Context: an optimization exercise on an open-source flow, tuned for small area, a short achievable clock period and few clock cycles. The choices shown serve that exercise and are no tape-out recipe.
At most, simulation tests tie the RTL to the original design; equivalence was not proved.
No activity file was given, so power comes from the tool's default toggle rates.

// exu_top
module exu_top
(
    input  wire logic                 clk,
    input  wire logic                 reset,
    input  wire logic                 dec_op_vld,
    output logic                      dec_op_rdy,
    input  wire logic                 dec_unit,
    input  wire logic [dec_op_w-1:0]  dec_op,
    input  wire logic                 dec_use_imm,
    input  wire logic [reg_idx_w-1:0] dec_rd_idx,
    input  wire logic [xlen-1:0]      dec_pc,
    input  wire logic [xlen-1:0]      dec_imm,
    input  wire logic [xlen-1:0]      rs1_rdata,
    input  wire logic [xlen-1:0]      rs2_rdata,
    output logic                      gpr_wbck_vld,
    input  wire logic                 gpr_wbck_rdy,
    output logic [reg_idx_w-1:0]      gpr_wbck_idx,
    output logic [xlen-1:0]           gpr_wbck_wdata,
    output logic                      pipe_flush_req,
    input  wire logic                 pipe_flush_ack,
    output logic [xlen-1:0]           pipe_flush_pc_op1,
    output logic [xlen-1:0]           pipe_flush_pc_op2
);
    logic            w_free;
    logic            f_free;
    logic            accept;
    logic            is_brch;
    logic            is_jump;
    logic            is_lui;
    logic            is_auipc;
    logic            sel_imm;
    logic            use_pc;
    logic            do_sub;
    logic [xlen-1:0] a;
    logic [xlen-1:0] y;
  ...
clock: 9.0 ns
lec_check: 0
cap_margin: 40
core_margin: 2
core_utilization: 40
setup_slack_margin: 5.0
slew_margin: 40
standard.sh (not shown) runs the stock make flow with config.mk's settings and CLKGATE_MAP_FILE= SYNTH_SCRIPT=/design/flow/synth_recipe.tcl, a recipe that flattens the netlist after the stock synthesis.
==> flow/flow/run.sh <==
#!/bin/bash
# Standard ORFS layout, with the port buffers made from the smallest plain buffer.
set -euo pipefail
export BUFFER_PORTS_ARGS="-buffer_cell sky130_fd_sc_hd__buf_1"
bash standard.sh > standard_flow.log 2>&1
Edit:
SETUP_SLACK_MARGIN = 4.5   (was 5.0)
TNS_END_PERCENT = 10   (was default)
=>
- via count decreases by 3.5%
- routed wire length fell by 5.7%
- clock power is lower by 9.4%
- utilization fell by 3.5 points
- power falls by 6.2%
- setup slack improved by 18 ps
Edit:
TNS_END_PERCENT = default   (was 10)
After rerunning:
- flip-flop and latch count does not change
- global-route usage came out higher by 2.3 points
- first-iteration DRC count rose by about a fifth
- sequential power came out higher slightly
Edit:
SETUP_SLACK_MARGIN = 3.6   (was 4.5)
Power shrinks by 3.3%.
Wire length fell by 9.8%.
Utilization drops by 2.5 points.
Count of clock-buffer cells in the layout is unchanged.
No functional check of the RTL was part of any run of this note.

* * *

The RTL this note starts from:
==> flow/design.v <==
`default_nettype none
package isa_pkg;
    localparam int xlen = 32;
    localparam int reg_idx_w = 5;
    localparam int instr_bytes = 4;
    localparam int shamt_w = 5;
endpackage
`default_nettype wire
`default_nettype none
package exu_pkg;
    localparam int dec_op_w = 4;
    typedef enum logic [0:0] {
        unit_rglr = 1'b0,
        unit_brch = 1'b1
    } exu_unit_e;
    typedef enum logic [dec_op_w-1:0] {
        rop_add   = 4'd0,
        rop_sub   = 4'd1,
        rop_and   = 4'd2,
        rop_or    = 4'd3,
        rop_xor   = 4'd4,
        rop_sll   = 4'd5,
        rop_srl   = 4'd6,
        rop_sra   = 4'd7,
        rop_slt   = 4'd8,
        rop_sltu  = 4'd9,
        rop_lui   = 4'd10,
        rop_auipc = 4'd11
    } rglr_op_e;
    typedef enum logic [2:0] {
        bop_beq  = 3'd0,
        bop_bne  = 3'd1,
        bop_blt  = 3'd2,
        bop_bge  = 3'd3,
        bop_bltu = 3'd4,
        bop_bgeu = 3'd5,
        bop_jal  = 3'd6,
        bop_jalr = 3'd7
    } brch_op_e;
    typedef enum logic [3:0] {
        alu_add   = 4'd0,
        alu_sub   = 4'd1,
        alu_and   = 4'd2,
        alu_or    = 4'd3,
        alu_xor   = 4'd4,
        alu_sll   = 4'd5,
        alu_srl   = 4'd6,
        alu_sra   = 4'd7,
        alu_slt   = 4'd8,
        alu_sltu  = 4'd9,
        alu_pass2 = 4'd10
    } alu_op_e;
endpackage
`default_nettype wire
`timescale 1ns/1ps
`default_nettype none
import isa_pkg::*;
import exu_pkg::*;
module exu_top
(
    input  wire logic                 clk,
    input  wire logic                 reset,
    input  wire logic                 dec_op_vld,
    output logic                      dec_op_rdy,
    input  wire logic                 dec_unit,
    input  wire logic [dec_op_w-1:0]  dec_op,
    input  wire logic                 dec_use_imm,
    input  wire logic [reg_idx_w-1:0] dec_rd_idx,
    input  wire logic [xlen-1:0]      dec_pc,
    input  wire logic [xlen-1:0]      dec_imm,
    input  wire logic [xlen-1:0]      rs1_rdata,
    input  wire logic [xlen-1:0]      rs2_rdata,
    output logic                      gpr_wbck_vld,
    input  wire logic                 gpr_wbck_rdy,
    output logic [reg_idx_w-1:0]      gpr_wbck_idx,
    output logic [xlen-1:0]           gpr_wbck_wdata,
    output logic                      pipe_flush_req,
    input  wire logic                 pipe_flush_ack,
    output logic [xlen-1:0]           pipe_flush_pc_op1,
    output logic [xlen-1:0]           pipe_flush_pc_op2
);
    logic            w_free;
    logic            f_free;
    logic            accept;
    logic            is_brch;
    logic            is_jump;
    logic            is_lui;
    logic            is_auipc;
    logic            sel_imm;
    logic            use_pc;
    logic            do_sub;
    logic [xlen-1:0] a;
    logic [xlen-1:0] y;
    logic [xlen-1:0] opa;
    logic [xlen-1:0] opb;
    logic [xlen-1:0] sum;
    logic [xlen-1:0] shf_in;
    logic [xlen-1:0] shf_out;
    logic [xlen-1:0] shf_res;
    logic            shf_fill;
    logic [shamt_w-1:0] shamt;
    logic            shf_left;
    logic            lt_s;
    logic            lt_u;
    logic            lt;
    logic            eq;
    logic            taken;
    logic            needs_w;
    logic            use_a;
    logic            a_pos;
    logic            a_neg;
    logic            y_imm;
    logic            y_rs2;
    logic            sel_and;
    logic            sel_or;
    logic            sel_xor;
    logic            sel_sll;
    logic            sel_shr;
    logic            sel_slt;
    logic            sel_ltu;
    logic            sel_sum;
    logic [xlen-1:0] gen;
    logic [xlen-1:0] prp;
    logic [xlen-1:0] cry;
    logic [xlen-1:0] other;
    logic [xlen-1:0] res_c0;
    logic [xlen-1:0] res_c1;
    logic [xlen-1:0] res;
    assign w_free = !gpr_wbck_vld || gpr_wbck_rdy;
    assign f_free = !pipe_flush_req || pipe_flush_ack;
    assign dec_op_rdy = (w_free || !needs_w) && (f_free || !is_brch);
    assign accept     = dec_op_vld && dec_op_rdy;
    assign is_brch  = (dec_unit == unit_brch);
    assign is_jump  = is_brch && (dec_op[2:1] == 2'b11);
    assign is_lui   = !is_brch && (dec_op == rop_lui);
    assign is_auipc = !is_brch && (dec_op == rop_auipc);
    assign needs_w  = !is_brch || is_jump;
    assign sel_imm = !is_brch && (dec_use_imm || is_lui || is_auipc);
    assign a       = rs1_rdata;
    assign y_imm   = sel_imm && !is_jump;
    assign y_rs2   = !sel_imm && !is_jump;
    always_comb begin
        y = ({xlen{y_imm}} & dec_imm) | ({xlen{y_rs2}} & rs2_rdata);
        y[2] = y[2] | is_jump;
    end
    assign use_pc = is_auipc || is_jump;
    assign use_a  = !use_pc && !is_lui;
    assign do_sub = is_brch ? !is_jump : (dec_op == rop_sub || dec_op == rop_slt || dec_op == rop_sltu);
    assign a_pos  = use_a && !do_sub;
    assign a_neg  = use_a && do_sub;
    assign opa    = ({xlen{a_pos}} & a) | ({xlen{a_neg}} & ~a) | ({xlen{use_pc}} & dec_pc);
    assign opb    = y;
    always_comb begin
        logic [xlen-1:0] gg, pp;
        gen = opa & opb;
        prp = opa ^ opb;
        gg  = gen;
        pp  = prp;
        for (int l = 0; l < 5; l++) begin
            for (int i = 0; i < xlen; i++) begin
                if (((i >> l) & 1) == 1) begin
                    gg[i] = gg[i] | (pp[i] & gg[((i >> l) << l) - 1]);
                    pp[i] = pp[i] & pp[((i >> l) << l) - 1];
                end
            end
        end
        cry = {gg[xlen-2:0], 1'b0};
    end
    assign sum = prp ^ cry ^ {xlen{do_sub}};
    assign lt_s = (a[xlen-1] != y[xlen-1]) ? a[xlen-1] : sum[xlen-1];
    assign lt_u = (a[xlen-1] != y[xlen-1]) ? y[xlen-1] : sum[xlen-1];
    assign eq      = (prp == '1);
    always_comb begin
        case (dec_op[2:1])
            2'b00:   lt = eq;
            2'b01:   lt = lt_s;
            2'b10:   lt = lt_u;
            default: lt = 1'b0;
        endcase
        taken = is_jump || (lt ^ dec_op[0]);
    end
    assign shf_left = !dec_op[1];
    assign shf_fill = dec_op[1] && dec_op[0] && a[xlen-1];
    always_comb begin
        for (int i = 0; i < xlen; i++) shf_in[i] = shf_left ? a[xlen-1-i] : a[i];
    end
    assign shamt   = dec_use_imm ? dec_imm[shamt_w-1:0] : rs2_rdata[shamt_w-1:0];
    assign shf_out = $signed({shf_fill, shf_in}) >>> shamt;
    always_comb begin
        for (int i = 0; i < xlen; i++) shf_res[i] = shf_out[xlen-1-i];
    end
    assign sel_and = !is_brch && (dec_op == rop_and);
    assign sel_or  = !is_brch && (dec_op == rop_or);
    assign sel_xor = !is_brch && (dec_op == rop_xor);
    assign sel_sll = !is_brch && (dec_op == rop_sll);
    assign sel_shr = !is_brch && (dec_op == rop_srl || dec_op == rop_sra);
    assign sel_slt = !is_brch && (dec_op == rop_slt);
    assign sel_ltu = !is_brch && (dec_op == rop_sltu);
    assign sel_sum = !(sel_and || sel_or || sel_xor || sel_sll || sel_shr || sel_slt || sel_ltu);
    assign other = ({xlen{sel_and || sel_or}}  & gen)
                 | ({xlen{sel_or || sel_xor}}  & prp)
                 | ({xlen{sel_sll}} & shf_res)
                 | ({xlen{sel_shr}} & shf_out)
                 | xlen'((sel_slt && lt_s) || (sel_ltu && lt_u));
    assign res_c0 = sel_sum ? (prp ^ {xlen{do_sub}}) : other;
    assign res_c1 = sel_sum ? ~(prp ^ {xlen{do_sub}}) : other;
    always_comb begin
        for (int i = 0; i < xlen; i++) res[i] = cry[i] ? res_c1[i] : res_c0[i];
    end
    always_ff @(posedge clk) begin
        if (reset) begin
            gpr_wbck_vld <= 1'b0;
        end else if (w_free) begin
            gpr_wbck_vld <= accept && needs_w;
        end
    end
    always_ff @(posedge clk) begin
        if (w_free) begin
            gpr_wbck_idx   <= dec_rd_idx;
            gpr_wbck_wdata <= res;
        end
    end
    always_ff @(posedge clk) begin
        if (reset) begin
            pipe_flush_req <= 1'b0;
        end else if (f_free) begin
            pipe_flush_req <= accept && is_brch && taken;
        end
    end
    always_ff @(posedge clk) begin
        if (f_free) begin
            pipe_flush_pc_op1 <= (dec_op[0] && is_jump) ? a : dec_pc;
            pipe_flush_pc_op2 <= dec_imm;
        end
    end
endmodule
`default_nettype wire
export LEC_CHECK = 0
export ABC_AREA = 1
export CAP_MARGIN = 20
export CORE_MARGIN = 2
export CORE_UTILIZATION = 45
export SETUP_SLACK_MARGIN = 4.5
export SLEW_MARGIN = 20
export TNS_END_PERCENT = 0
create_clock -name core_clock -period 9.0 [get_ports {clk}]
Scripts as last shown in full above: flow/flow/run.sh
The baseline produced a clean layout.
Edit:
- CORE_UTILIZATION: 45 -> 40
- TNS_END_PERCENT: 0 -> 30
=>
- The new run passed the timing, DRC and antenna checks
- register-to-register slack degrades by 100 ps
- combinational power rose slightly
- die area is higher by roughly a tenth
Edit:
- PLACE_DENSITY: not set -> 0.7
- TNS_END_PERCENT: 30 -> 0
Final area came out lower by 2.2%.
Utilization came out lower by 1.2 points.
Combinational power went down by 3.2%.
Non-clock buffer count is lower by 4.
Worst setup slack improved by 30 ps.
Maximum frequency came out higher by 0.64%.
Sequential share of layout area rose by 0.57 points.
Wire length goes down by 0.63%.
Worst hold slack gains 19 ps.
Sequential power hardly moves.
Die area is unchanged.
Edit:
- PLACE_DENSITY: 0.7 -> not set
- SETUP_SLACK_MARGIN: 4.5 -> 5.0
- The changed run completed without violations
- clock skew stays flat
- maximum frequency went up by 0.56%
- combinational power climbs by 3.3%
- setup slack improved by 27 ps
- routed wire length is higher by 2.1%
- design area rises by 2.6%
Edit:
- SETUP_SLACK_MARGIN: 5.0 -> 4.5
Outcome: Total power went down by a few percent. Global-route usage is lower by 0.30 points. Synthesized area does not change. Worst setup slack gains 44 ps. Sequential share of layout area came out higher by 0.57 points. Wire length came out lower slightly. Via count goes down by a few percent. Flip-flop and latch count is unchanged.
Edit:
- TNS_END_PERCENT: 0 -> 10
After rerunning: Worst setup slack loses 44 ps. Design area is higher by 2.3%. Global-route usage is higher by 0.30 points. Die area is unchanged. Count of clock-buffer cells in the layout does not change. Clock power is higher by 9.0%. Core utilization is higher by 1.2 points. Synthesized cell count is unchanged.
No run of this note included a check of the RTL's function; only the layout flow was run.

* * *

RTL: the design.v shown in full above, as it stands there.
clock: 9.0 ns
lec_check: 0
abc_area: 1
cap_margin: 10
core_margin: 2
core_utilization: 40
setup_slack_margin: 4.5
slew_margin: 10
tns_end_percent: 0
Scripts as last shown in full above: flow/flow/run.sh
==> next run, changes <==
- CAP_MARGIN: 10 -> 20
- GPL_ROUTABILITY_DRIVEN: default -> 0
- SLEW_MARGIN: 10 -> 20
Result: Power rose by 2.4%; die area does not change; via count rose by 3.2%; maximum frequency fell by 1.5%; final area rose by 1.8%; clock-buffer cell count does not change; final cell count rose by 0.52%; global-route usage fell by 0.98 points.
No functional check of the RTL was part of any run of this note.

* * *

Setup of P:
Another version of the RTL of exu_top (not shown whole).
For scale: ~1400 cells after synthesis, roughly 10000 um^2 of cells after synthesis.
clock: 9.0 ns
lec_check: 0
abc_area: 1
cap_margin: 20
core_margin: 2
core_utilization: 40
cts_buf_list: sky130_fd_sc_hd__clkbuf_8 sky130_fd_sc_hd__clkbuf_16
setup_slack_margin: 4.5
slew_margin: 20
tns_end_percent: 0
Scripts as last shown in full above: flow/flow/run.sh
Testbench counts of P, summed over its fixed seeds: cycles 17,772.
diff inputs: P => Q
diff --git a/flow/config.mk b/flow/config.mk
--- a/flow/config.mk
+++ b/flow/config.mk
@@ -8,2 +8 @@
-export ABC_AREA = 1
-export CAP_MARGIN = 20
+export CAP_MARGIN = 40
@@ -12 +11,2 @@
-export CTS_BUF_LIST = sky130_fd_sc_hd__clkbuf_8 sky130_fd_sc_hd__clkbuf_16
+export CTS_BUF_LIST = sky130_fd_sc_hd__clkbuf_8
+export CTS_CLUSTER_SIZE = 20
@@ -14 +14 @@
-export SLEW_MARGIN = 20
+export SLEW_MARGIN = 40
Taking P as the reference, in Q worst reg-to-reg setup slack increased by 0.02 ns relative to the old numbers, overall power decreased by 180 uW relative to the old numbers.
Final worst-path cycle share: Q > P
The run showing the smaller non-clock buffer count in the final layout is P.
Post-synthesis cell area: Q < P
When Q is measured against P, its fraction of area in registers turns out 2.0 points higher.
In summary, Q completed successfully, with a layout that passed the timing, DRC and antenna checks.
Q ended with less net switching power than P.
Delta (Q minus P): reported leakage power now sits lower, largest fanout on the critical path now sits lower.
Here is what was changed in the inputs of R compared with Q.
diff --git a/flow/config.mk b/flow/config.mk
--- a/flow/config.mk
+++ b/flow/config.mk
@@ -12 +12 @@
-export CTS_CLUSTER_SIZE = 20
+export PLACE_DENSITY = 0.8
## What came out
R vs. Q: routed wire length now larger; final area shrank by 99 um^2; power dissipated by switching net loads has increased.
Changes observed in R relative to Q: combinational share of power now sits lower, final cell count without fillers now sits lower.
Per the comparison of R with Q, synthesis-to-layout area growth saw a decrease; via density per instance saw an increase.
R vs Q, global-route usage went down by 0.51 points.
Relative to R, the following input files were edited for S:
diff --git a/flow/config.mk b/flow/config.mk
--- a/flow/config.mk
+++ b/flow/config.mk
@@ -10 +10 @@
-export CORE_UTILIZATION = 40
+export CORE_UTILIZATION = 50
@@ -12 +11,0 @@
-export PLACE_DENSITY = 0.8
- S: done, clean on timing, DRC and antenna
- Summary of S over R: met1 capacity usage during global routing picked up an extra 10 points, clock latency of the later-clocked register in the worst-skew pair neither gained nor lost much.
- [S] post-cts gate resize count rose about 3.3% relative to R
- Endpoint required time on the critical path on S is up relative to R.
- Diff R -> S | total power per unit cell area | down by a few percent
- In the reports for R and S, the larger final worst-path setup slack belongs to S.
- Worst hold slack: S < R
- Summary — highest cell delay on the worst timing path, S relative to R: lower, by 0.04 ns.
Input changes introduced in T (baseline for comparison: S):
diff --git a/flow/config.mk b/flow/config.mk
--- a/flow/config.mk
+++ b/flow/config.mk
@@ -8 +8 @@
-export CAP_MARGIN = 40
+export CAP_MARGIN = 20
@@ -10 +10 @@
-export CORE_UTILIZATION = 50
+export CORE_UTILIZATION = 35
@@ -13 +13 @@
-export SLEW_MARGIN = 40
+export SLEW_MARGIN = 20
==> summary.txt <==
- In T, the final RePlAce weighted congestion came out about 1.8% below the value in S.
- Going from S to T, placement-stage worst setup slack saw a decrease; arrival time reported for the critical path endpoint went down by 0.27 ns; design area dropped 2.8%; sequential share of layout area increased 0.69 points.
- T against S; final-layout fill cell count is up by more than half.
- Per the comparison of T with S, power dropped about 1.4%, share of the core filled with cells decreased by 21 points relative to the old numbers.

afterwards: timing with drivers on the ports:
Ports are ideal in the flow. The routed layouts listed here were re-timed in OpenROAD.
Step 1: set_driving_cell puts a clkbuf_16 on clk and a buf_2 on each other input, an assumption about the parent block.
Step 2 moves the port delays by t, midway between the first and last clock arrival at a register: inputs arrive t later, outputs are due t later. That takes back most of the time a late clock gives input paths.
Three values: ideal, step 1, step 2; two values: the first two.
run | t (ns) | slack for setup (ns) | hold slack, ns | worst data-port slew with drivers (ns)
the first run of note 1 | 0.413 | 3.506 / 3.457 / 3.044 | 0.910 / 0.910 / 0.910 | 0.12
the second run of note 1 | 0.411 | 3.524 / 3.513 / 3.102 | 0.880 / 0.880 / 0.880 | 0.08
the third run of note 1 | 0.415 | 3.605 / 3.557 / 3.141 | 0.819 / 0.819 / 0.819 | 0.12
the fourth run of note 1 | 0.415 | 3.485 / 3.457 / 3.041 | 0.836 / 0.836 / 0.836 | 0.13
the first run of note 2 | 0.414 | 4.291 / 4.265 / 3.851 | 0.797 / 0.797 / 0.797 | 0.08
the second run of note 2 | 0.414 | 4.205 / 4.197 / 3.783 | 0.773 / 0.773 / 0.773 | 0.08
the third run of note 2 | 0.415 | 4.235 / 4.244 / 3.828 | 0.792 / 0.792 / 0.792 | 0.06
the fourth run of note 2 | 0.406 | 4.262 / 4.258 / 3.852 | 0.728 / 0.728 / 0.728 | 0.08
the fifth run of note 2 | 0.411 | 4.306 / 4.255 / 3.878 | 0.911 / 0.911 / 0.911 | 0.07
the sixth run of note 2 | 0.406 | 4.262 / 4.258 / 3.852 | 0.728 / 0.728 / 0.728 | 0.08
the first run of note 3 | 0.411 | 4.313 / 4.297 / 3.886 | 0.865 / 0.865 / 0.865 | 0.07
the second run of note 3 | 0.416 | 4.243 / 4.226 / 3.810 | 0.805 / 0.805 / 0.805 | 0.10
P | 0.422 | 4.351 / 4.345 / 3.923 | 0.773 / 0.773 / 0.773 | 0.06
Q | 0.441 | 3.927 / 3.936 / 3.495 | 0.750 / 0.750 / 0.750 | 0.05
R | 0.436 | 3.746 / 3.765 / 3.329 | 0.772 / 0.772 / 0.772 | 0.05
S | 0.446 | 3.904 / 3.859 / 3.414 | 0.742 / 0.742 / 0.742 | 0.13
T | 0.466 | 3.970 / 3.960 / 3.494 | 0.793 / 0.793 / 0.793 | 0.11
After both steps setup and hold are still met in every run listed. For S, which loses most, drivers alone change the setup slack by -0.045 ns; drivers and shift together by -0.490 ns.
